This is an optimization exercise on Yosys and OpenROAD, whose aim is small area, a short achievable clock period and few clock cycles per item, not a production implementation. Where RTL was checked, it was by simulation tests only, not by an equivalence proof against the original.

==> tundra <==
// yuv_to_rgb_top
module yuv_to_rgb_top (
	input logic Clock,
	input logic resetn,
	input logic in_valid,
	input csc_pkg::pixel_t in_y_even,
	input csc_pkg::pixel_t in_y_odd,
	input csc_pkg::pixel_t in_u,
	input csc_pkg::pixel_t in_v,
	output logic in_ready,
	output logic out_valid,
	output csc_pkg::word_t out_data,
	input logic out_credit
);
clock: 9.0 ns
lec_check: 0
cap_margin: 20
core_margin: 2
core_utilization: 40
setup_slack_margin: 5
slew_margin: 20
standard.sh (not shown) runs the stock make flow with config.mk's settings and CLKGATE_MAP_FILE= SYNTH_SCRIPT=/design/flow/synth_recipe.tcl, a recipe that flattens the netlist after the stock synthesis.
==> flow/flow/run.sh <==
#!/bin/bash
# Own flow: the standard synthesis, then inverters around full adders removed
# (flow/fixinv.py, checked for equivalence with Yosys), then the standard
# layout with timing repair aiming past the clock period.
set -euo pipefail
MARGIN=5.6
R=orfs/results/sky130hd/yuv_to_rgb_top/base
bash standard.sh synth > synth.log 2>&1
cp $R/1_2_yosys.v yosys_before_fixinv.v.log
python3 flow/fixinv.py $R/1_2_yosys.v fixinv_out.v > fixinv.log 2>&1
LIB=$FLOW_HOME/platforms/sky130hd/lib/sky130_fd_sc_hd__tt_025C_1v80.lib
cat > fixinv_equiv.ys <<EOS
read_liberty -ignore_miss_func $LIB
read_verilog yosys_before_fixinv.v.log
rename $FLOW_TOP gold
read_verilog fixinv_out.v
rename $FLOW_TOP gate
hierarchy -check
flatten
rename -hide gold/w:_*
rename -hide gate/w:_*
async2sync
equiv_make gold gate eq
hierarchy -top eq
equiv_simple
equiv_induct
equiv_status -assert
EOS
if yosys -q -s fixinv_equiv.ys > fixinv_equiv.log 2>&1; then
  cp fixinv_out.v $R/1_2_yosys.v
  echo "fixinv: equivalent, netlist replaced" >> fixinv.log
else
  echo "fixinv: not proven equivalent, netlist kept" >> fixinv.log
fi
bash standard.sh SETUP_SLACK_MARGIN=$MARGIN finish > finish.log 2>&1
Other scripts of this flow, unchanged in this note and not shown: flow/flow/fixinv.py
==> fjord (differences from tundra) <==
--- a/flow/design.v
+++ b/flow/design.v
@@ -287,11 +287,13 @@
 endmodule
 module chroma_fir_add (
 	input logic [18:0] cs,
 	output logic [8:0] fb
 );
-	assign fb = cs[18:10] + cs[9:1] + {8'd0, cs[0]};
+	logic [9:0] sum;
+	assign sum = {cs[18:10], 1'b1} + {cs[9:1], cs[0]};
+	assign fb = sum[9:1];
 endmodule
 `timescale 1ns/1ns
 module csc_lane_sum (
 	input logic [22:0] p,
 	input logic [8:0] ub,
@@ -1211,13 +1213,13 @@
 	output logic [7:0] r,
 	output logic [7:0] g,
 	output logic [7:0] b
 );
 	function automatic logic [7:0] clip(input logic [22:0] p);
-		logic [10:0] s;
-		s = p[22:12] + p[11:1] + {10'd0, p[0]};
-		clip = s[10] ? 8'd0 : ((|s[9:8]) ? 8'd255 : s[7:0]);
+		logic [11:0] s;
+		s = {p[22:12], 1'b1} + {p[11:1], p[0]};
+		clip = s[11] ? 8'd0 : ((|s[10:9]) ? 8'd255 : s[8:1]);
 	endfunction
 	assign r = clip(pr);
 	assign g = clip(pg);
 	assign b = clip(pb);
 endmodule
@@ -1423,11 +1425,11 @@
 	chroma_fir_sum u_fir_sum (.pre(pre_u), .cs(fir_cs));
 	chroma_fir_add u_fir_add (.cs(fcs), .fb(fir_out));
 	csc_lane_sum u_sum (.p(p1), .ub(ub1), .vb(vb1), .pr(lpr), .pg(lpg), .pb(lpb));
 	csc_lane_clip u_clip (.pr(pr2), .pg(pg2), .pb(pb2), .r(lr), .g(lg), .b(lb));
 	always_ff @(posedge Clock) begin
-		if (accept) begin
+		if (in_ready) begin
 			s_ye[widx] <= in_y_even;
 			s_yo[widx] <= in_y_odd;
 			s_u[widx] <= in_u;
 			s_v[widx] <= in_v;
 		end
--- a/flow/flow/run.sh
+++ b/flow/flow/run.sh
@@ -1,11 +1,11 @@
 #!/bin/bash
 # Own flow: the standard synthesis, then inverters around full adders removed
 # (flow/fixinv.py, checked for equivalence with Yosys), then the standard
 # layout with timing repair aiming past the clock period.
 set -euo pipefail
-MARGIN=5.6
+MARGIN=5.8
 R=orfs/results/sky130hd/yuv_to_rgb_top/base
 bash standard.sh synth > synth.log 2>&1
 cp $R/1_2_yosys.v yosys_before_fixinv.v.log
 python3 flow/fixinv.py $R/1_2_yosys.v fixinv_out.v > fixinv.log 2>&1
 LIB=$FLOW_HOME/platforms/sky130hd/lib/sky130_fd_sc_hd__tt_025C_1v80.lib
@@ -30,6 +30,6 @@
   cp fixinv_out.v $R/1_2_yosys.v
   echo "fixinv: equivalent, netlist replaced" >> fixinv.log
 else
   echo "fixinv: not proven equivalent, netlist kept" >> fixinv.log
 fi
-bash standard.sh SETUP_SLACK_MARGIN=$MARGIN finish > finish.log 2>&1
+bash standard.sh SETUP_SLACK_MARGIN=$MARGIN "BUFFER_PORTS_ARGS=-buffer_cell sky130_fd_sc_hd__buf_4" finish > finish.log 2>&1
--- a/flow/config.mk
+++ b/flow/config.mk
@@ -5,8 +5,9 @@
 export SDC_FILE = /design/flow/constraint.sdc
 export NUM_CORES = 4
 export LEC_CHECK = 0
 export CAP_MARGIN = 20
 export CORE_MARGIN = 2
-export CORE_UTILIZATION = 40
+export CORE_UTILIZATION = 65
+export CTS_BUF_LIST = sky130_fd_sc_hd__clkbuf_4 sky130_fd_sc_hd__clkbuf_8
 export SETUP_SLACK_MARGIN = 5
 export SLEW_MARGIN = 20
==> nickel (differences from tundra) <==
--- a/flow/design.v
+++ b/flow/design.v
@@ -287,11 +287,13 @@
 endmodule
 module chroma_fir_add (
 	input logic [18:0] cs,
 	output logic [8:0] fb
 );
-	assign fb = cs[18:10] + cs[9:1] + {8'd0, cs[0]};
+	logic [9:0] sum;
+	assign sum = {cs[18:10], 1'b1} + {cs[9:1], cs[0]};
+	assign fb = sum[9:1];
 endmodule
 `timescale 1ns/1ns
 module csc_lane_sum (
 	input logic [22:0] p,
 	input logic [8:0] ub,
@@ -1211,13 +1213,13 @@
 	output logic [7:0] r,
 	output logic [7:0] g,
 	output logic [7:0] b
 );
 	function automatic logic [7:0] clip(input logic [22:0] p);
-		logic [10:0] s;
-		s = p[22:12] + p[11:1] + {10'd0, p[0]};
-		clip = s[10] ? 8'd0 : ((|s[9:8]) ? 8'd255 : s[7:0]);
+		logic [11:0] s;
+		s = {p[22:12], 1'b1} + {p[11:1], p[0]};
+		clip = s[11] ? 8'd0 : ((|s[10:9]) ? 8'd255 : s[8:1]);
 	endfunction
 	assign r = clip(pr);
 	assign g = clip(pg);
 	assign b = clip(pb);
 endmodule
@@ -1423,11 +1425,11 @@
 	chroma_fir_sum u_fir_sum (.pre(pre_u), .cs(fir_cs));
 	chroma_fir_add u_fir_add (.cs(fcs), .fb(fir_out));
 	csc_lane_sum u_sum (.p(p1), .ub(ub1), .vb(vb1), .pr(lpr), .pg(lpg), .pb(lpb));
 	csc_lane_clip u_clip (.pr(pr2), .pg(pg2), .pb(pb2), .r(lr), .g(lg), .b(lb));
 	always_ff @(posedge Clock) begin
-		if (accept) begin
+		if (in_ready) begin
 			s_ye[widx] <= in_y_even;
 			s_yo[widx] <= in_y_odd;
 			s_u[widx] <= in_u;
 			s_v[widx] <= in_v;
 		end
--- a/flow/flow/run.sh
+++ b/flow/flow/run.sh
@@ -1,11 +1,11 @@
 #!/bin/bash
 # Own flow: the standard synthesis, then inverters around full adders removed
 # (flow/fixinv.py, checked for equivalence with Yosys), then the standard
 # layout with timing repair aiming past the clock period.
 set -euo pipefail
-MARGIN=5.6
+MARGIN=5.8
 R=orfs/results/sky130hd/yuv_to_rgb_top/base
 bash standard.sh synth > synth.log 2>&1
 cp $R/1_2_yosys.v yosys_before_fixinv.v.log
 python3 flow/fixinv.py $R/1_2_yosys.v fixinv_out.v > fixinv.log 2>&1
 LIB=$FLOW_HOME/platforms/sky130hd/lib/sky130_fd_sc_hd__tt_025C_1v80.lib
@@ -30,6 +30,6 @@
   cp fixinv_out.v $R/1_2_yosys.v
   echo "fixinv: equivalent, netlist replaced" >> fixinv.log
 else
   echo "fixinv: not proven equivalent, netlist kept" >> fixinv.log
 fi
-bash standard.sh SETUP_SLACK_MARGIN=$MARGIN finish > finish.log 2>&1
+bash standard.sh SETUP_SLACK_MARGIN=$MARGIN "BUFFER_PORTS_ARGS=-buffer_cell sky130_fd_sc_hd__buf_4" finish > finish.log 2>&1
--- a/flow/config.mk
+++ b/flow/config.mk
@@ -5,8 +5,8 @@
 export SDC_FILE = /design/flow/constraint.sdc
 export NUM_CORES = 4
 export LEC_CHECK = 0
 export CAP_MARGIN = 20
 export CORE_MARGIN = 2
-export CORE_UTILIZATION = 40
+export CORE_UTILIZATION = 65
 export SETUP_SLACK_MARGIN = 5
 export SLEW_MARGIN = 20
==> run notes <==
metric	nickel	tundra	fjord
Result of the run	timing/DRC/antenna clean	timing/DRC/antenna clean	timing/DRC/antenna clean
Vert. Die Dim	208 um	263 um	208 um
CP startpoint	ub1[8]$_DFFE_PP_	ub1[2]$_DFFE_PP_	ub1[2]$_DFFE_PP_
Weighted congestion at the end of routability-driven global placement	0.964	0.916	0.964
Final Critical Period	3440 ps	3420 ps	3320 ps
Met1 track demand over resource	42.6%	26.9%	42.1%
Routed vias/inst	6.15	5.36	6.11
CP bufs+invs	4	1	0
Post-synthesis to final-layout area growth	14.9%	16.5%	14.3%
Post-synth design cell area	26900 um2	26900 um2	26900 um2
WP depth	11	11	10
Antenna violations before repair	0	1	2
M1 wire length	28000 um	30100 um	27100 um
Tap cell instance count	532	873	532
Destination of the worst hold path	t1[0]$_DFFE_PN0N_	wpar$_DFFE_PN0P_	t1[0]$_DFFE_PN0N_
Testbench counts of fjord, summed over its fixed seeds: cycles 4,680, pairs 1,536.
Testbench counts of nickel, summed over its fixed seeds: cycles 4,680, pairs 1,536.
No functional check of the RTL was part of tundra.

==> job 126 <==
yuv_to_rgb_top, a different RTL version from the one above (not shown whole).
export LEC_CHECK = 0
export CAP_MARGIN = 20
export CORE_MARGIN = 2
export CORE_UTILIZATION = 40
export SETUP_SLACK_MARGIN = 5
export SLEW_MARGIN = 20
create_clock -name core_clock -period 9.0 [get_ports {Clock}]
run.sh (not shown) runs the stock make flow with config.mk's settings and CLKGATE_MAP_FILE= SYNTH_SCRIPT=/design/flow/synth_recipe.tcl, a recipe that flattens the netlist after the stock synthesis.
Stock flow here: none of the scripts above is used.
==> inputs of job 4731, as changes to job 126 <==
--- a/flow/design.v
+++ b/flow/design.v
@@ -1,24 +1,18 @@
 package csc_pkg;
 	typedef logic [7:0] pixel_t;
 	typedef logic [15:0] word_t;
 endpackage
 `timescale 1ns/1ns
-module chroma_fir_sum (
-	input logic [26:0] pre,
-	output logic [18:0] cs
+module chroma_fir (
+	input logic [8:0] so,
+	input logic [8:0] sm,
+	input logic [8:0] si,
+	output logic [8:0] fb
 );
-	logic [8:0] so;
-	logic [8:0] sm;
-	logic [8:0] si;
-	logic [16:0] fa;
-	logic [16:0] fb;
-	logic [8:0] flo;
-	assign so = pre[26:18];
-	assign sm = pre[17:9];
-	assign si = pre[8:0];
+	logic [16:0] acc;
 	logic tf_0;
 	logic tf_1;
 	logic tf_2;
 	logic tf_3;
 	logic tf_4;
 	logic tf_5;
@@ -277,22 +271,14 @@
 	assign tf_126 = ~tf_97 ^ tf_71 ^ tf_98;
 	assign tf_127 = (~tf_97 & tf_71) | (tf_98 & (~tf_97 | tf_71));
 	assign tf_128 = ~tf_100 ^ si[7] ^ tf_99;
 	assign tf_129 = (~tf_100 & si[7]) | (tf_99 & (~tf_100 | si[7]));
 	assign tf_130 = si[7] ^ tf_101 ^ ~si[8];
 	assign tf_131 = (si[7] & tf_101) | (~si[8] & (si[7] | tf_101));
-	assign fa = {~si[8], tf_130, ~tf_128, ~tf_126, tf_124, tf_122, tf_120, tf_118, tf_116, tf_114, tf_112, tf_110, tf_108, tf_106, ~tf_104, ~tf_102, ~si[0]};
-	assign fb = {tf_131, ~tf_129, ~tf_127, tf_125, tf_123, tf_121, tf_119, tf_117, tf_115, tf_113, tf_111, tf_109, tf_107, ~tf_105, tf_103, so[0], ~so[0]};
-	assign flo = {1'b0, fa[7:0]} + {1'b0, fb[7:0]};
-	assign cs = {fa[16:8], fb[16:8], flo[8]};
-endmodule
-module chroma_fir_add (
-	input logic [18:0] cs,
-	output logic [8:0] fb
-);
-	assign fb = cs[18:10] + cs[9:1] + {8'd0, cs[0]};
+	assign acc = {~si[8], tf_130, ~tf_128, ~tf_126, tf_124, tf_122, tf_120, tf_118, tf_116, tf_114, tf_112, tf_110, tf_108, tf_106, ~tf_104, ~tf_102, ~si[0]} + {tf_131, ~tf_129, ~tf_127, tf_125, tf_123, tf_121, tf_119, tf_117, tf_115, tf_113, tf_111, tf_109, tf_107, ~tf_105, tf_103, so[0], ~so[0]};
+	assign fb = acc[16:8];
 endmodule
 `timescale 1ns/1ns
 module csc_lane_sum (
 	input logic [7:0] y,
 	input logic [8:0] ub,
 	input logic [8:0] vb,
@@ -1394,15 +1380,13 @@
 	logic [1:0] rph;
 	logic [2:0] cred;
 	logic stall;
 	logic [26:0] pre_u;
 	logic [26:0] pre_v;
 	logic [7:0] yo_r;
-	logic [18:0] fcs;
 	logic [8:0] fu;
-	logic oiss;
 	logic [1:0] t1;
 	logic [7:0] y1;
 	logic [8:0] ub1;
 	logic [8:0] vb1;
 	logic [1:0] t2;
 	logic [22:0] pr2;
@@ -1428,25 +1412,25 @@
 	logic [2:0] cred_n;
 	logic v4_n;
 	logic stall_n;
 	logic free_n;
 	logic [26:0] tap_u;
 	logic [26:0] tap_v;
-	logic [18:0] fir_cs;
+	logic [26:0] fir_in;
 	logic [8:0] fir_out;
 	logic [22:0] lpr;
 	logic [22:0] lpg;
 	logic [22:0] lpb;
 	logic [7:0] lr;
 	logic [7:0] lg;
 	logic [7:0] lb;
 	assign accept = in_valid && in_ready;
 	assign start_ok = (rk != 2'd0) || (wpar != rpar);
 	assign op_valid = (rph != PA) || start_ok;
 	assign go = op_valid && !stall;
-	assign tag_r = oiss ? T_ODD : (go && rph == PC) ? T_EVEN : T_NONE;
+	assign tag_r = !go ? T_NONE : (rph == PB) ? T_EVEN : (rph == PC) ? T_ODD : T_NONE;
 	always_comb begin
 		wpar_n = wpar;
 		widx_n = widx;
 		if (accept) begin
 			widx_n = widx + 2'd1;
 			if (widx == 2'd3)
@@ -1491,13 +1475,12 @@
 			in_ready <= 1'b1;
 			out_valid <= 1'b0;
 			t1 <= T_NONE;
 			t2 <= T_NONE;
 			t3 <= T_NONE;
 			pend <= 1'b0;
-			oiss <= 1'b0;
 			v4 <= 1'b0;
 		end else begin
 			wpar <= wpar_n;
 			widx <= widx_n;
 			rpar <= rpar_n;
 			rk <= rk_n;
@@ -1509,20 +1492,19 @@
 			v4 <= v4_n;
 			if (!stall) begin
 				t1 <= tag_r;
 				t2 <= t1;
 				t3 <= t2;
 				pend <= (t3 == T_ODD);
-				oiss <= go && rph == PC;
 			end
 		end
 	end
 	chroma_taps u_taps_u (.k(rk), .c(s_u), .pre(tap_u));
 	chroma_taps u_taps_v (.k(rk), .c(s_v), .pre(tap_v));
-	chroma_fir_sum u_fir_sum (.pre(pre_u), .cs(fir_cs));
-	chroma_fir_add u_fir_add (.cs(fcs), .fb(fir_out));
+	assign fir_in = (rph == PB) ? pre_u : pre_v;
+	chroma_fir u_fir (.so(fir_in[26:18]), .sm(fir_in[17:9]), .si(fir_in[8:0]), .fb(fir_out));
 	csc_lane_sum u_sum (.y(y1), .ub(ub1), .vb(vb1), .pr(lpr), .pg(lpg), .pb(lpb));
 	csc_lane_clip u_clip (.pr(pr2), .pg(pg2), .pb(pb2), .r(lr), .g(lg), .b(lb));
 	always_ff @(posedge Clock) begin
 		if (accept) begin
 			s_ye[widx] <= in_y_even;
 			s_yo[widx] <= in_y_odd;
@@ -1531,23 +1513,19 @@
 		end
 		if (go && rph == PA) begin
 			pre_u <= tap_u;
 			pre_v <= tap_v;
 			yo_r <= s_yo[rk];
 		end
-		if (go && rph == PB)
-			pre_u <= pre_v;
-		if (go && rph != PA)
-			fcs <= fir_cs;
-		if (go && rph == PC) begin
+		if (go && rph == PB) begin
 			fu <= fir_out;
 			y1 <= s_ye[rk];
 			ub1 <= {s_u[rk][7], !s_u[rk][7], s_u[rk][6:0]};
 			vb1 <= {s_v[rk][7], !s_v[rk][7], s_v[rk][6:0]};
 		end
-		if (oiss && !stall) begin
+		if (go && rph == PC) begin
 			y1 <= yo_r;
 			ub1 <= fu;
 			vb1 <= fir_out;
 		end
 		if (!stall) begin
 			if (t1 != T_NONE) begin
Settings changed: SETUP_SLACK_MARGIN 5 to not set.
==> inputs of job 7911, as changes to job 126 <==
Settings changed: SETUP_SLACK_MARGIN 5 to not set.
==> run notes <==
item                                                              job 4731    job 126   job 7911
Clock net sink count                                                   357        377        377
Worst setup margin                                                 2910 ps    5140 ps    4260 ps
Final instance area                                              30300 µm²  31700 µm²  31000 µm²
CP required                                                        9310 ps    9300 ps    9330 ps
Post-cts gate resize count                                               0         17          0
Outcome                                           timing/DRC/antenna clean  timing/DRC/antenna clean  timing/DRC/antenna clean
Clock distribution area overhead in the final layout                0.0470     0.0475     0.0503
Core Util, Final                                                     0.449      0.463      0.451
Die Outline Area                                                 70400 µm²  71400 µm²  71400 µm²
Timing endpoint of the critical path                                vb1[7]     pr2[0]     pg2[0]
Detailed-routed wire length on met3                                3700 µm    4080 µm    3900 µm
Count of non-CTS buffers in the layout                                  75        160         81
Area share of xor/xnor cells in the synthesized design              0.0250     0.0209     0.0209
Starting Density                                                     0.405      0.404      0.404
Number of DRC markers in iteration 0                                  1421       1280       1367
GR met3 Demand/Resource                                             0.0306     0.0299     0.0299
Total cell area at the placement stage                           28800 µm²  29400 µm²  29400 µm²
Non-clock buffering overhead                                        0.0228     0.0446     0.0239
Last weighted congestion value of the routability-driven placer      0.894      0.913      0.892
Number of well taps                                                    873        931        931
Placed wire-length estimate after detailed placement              49500 µm   49200 µm   49100 µm
Netlist area before placement                                    27300 µm²  27700 µm²  27700 µm²
Function was not checked in any run of this note: the RTL went through the layout flow alone.

-- what the ideal ports hide --
How much do the figures lean on ideal ports? The routed layouts below were timed once more, with nothing changed but the port constraints. Step 1: set_driving_cell puts a clkbuf_16 on Clock and a buf_2 on each other input, an assumption about the parent block. Step 2 moves the port delays by t, midway between the first and last clock arrival at a register: inputs arrive t later, outputs are due t later. That takes back most of the time a late clock gives input paths. Three values: ideal ports, drivers, drivers and shift; two values: the first two.
run	shift t [ns]	setup slack, ns	hold WS [ns]	clock arrival spread, ns	pins driven straight from the clock port
tundra	0.637	5.578 / 5.578 / 5.177	0.506 / 0.506 / 0.506	0.042 / 0.043	1
fjord	0.716	5.681 / 5.681 / 5.681	0.503 / 0.503 / 0.503	0.030 / 0.029	1
nickel	0.622	5.557 / 5.557 / 5.557	0.495 / 0.495 / 0.495	0.018 / 0.018	1
job 126	0.645	5.135 / 5.135 / 4.786	0.477 / 0.477 / 0.477	0.045 / 0.045	1
job 4731	0.635	2.911 / 2.911 / 2.911	0.472 / 0.472 / 0.472	0.044 / 0.044	1
job 7911	0.637	4.263 / 4.263 / 4.263	0.478 / 0.478 / 0.478	0.044 / 0.043	1
After both steps setup and hold are still met in every run listed. The setup slack of tundra, which loses most, moves by 0.000 ns with the drivers and by -0.401 ns with both steps.
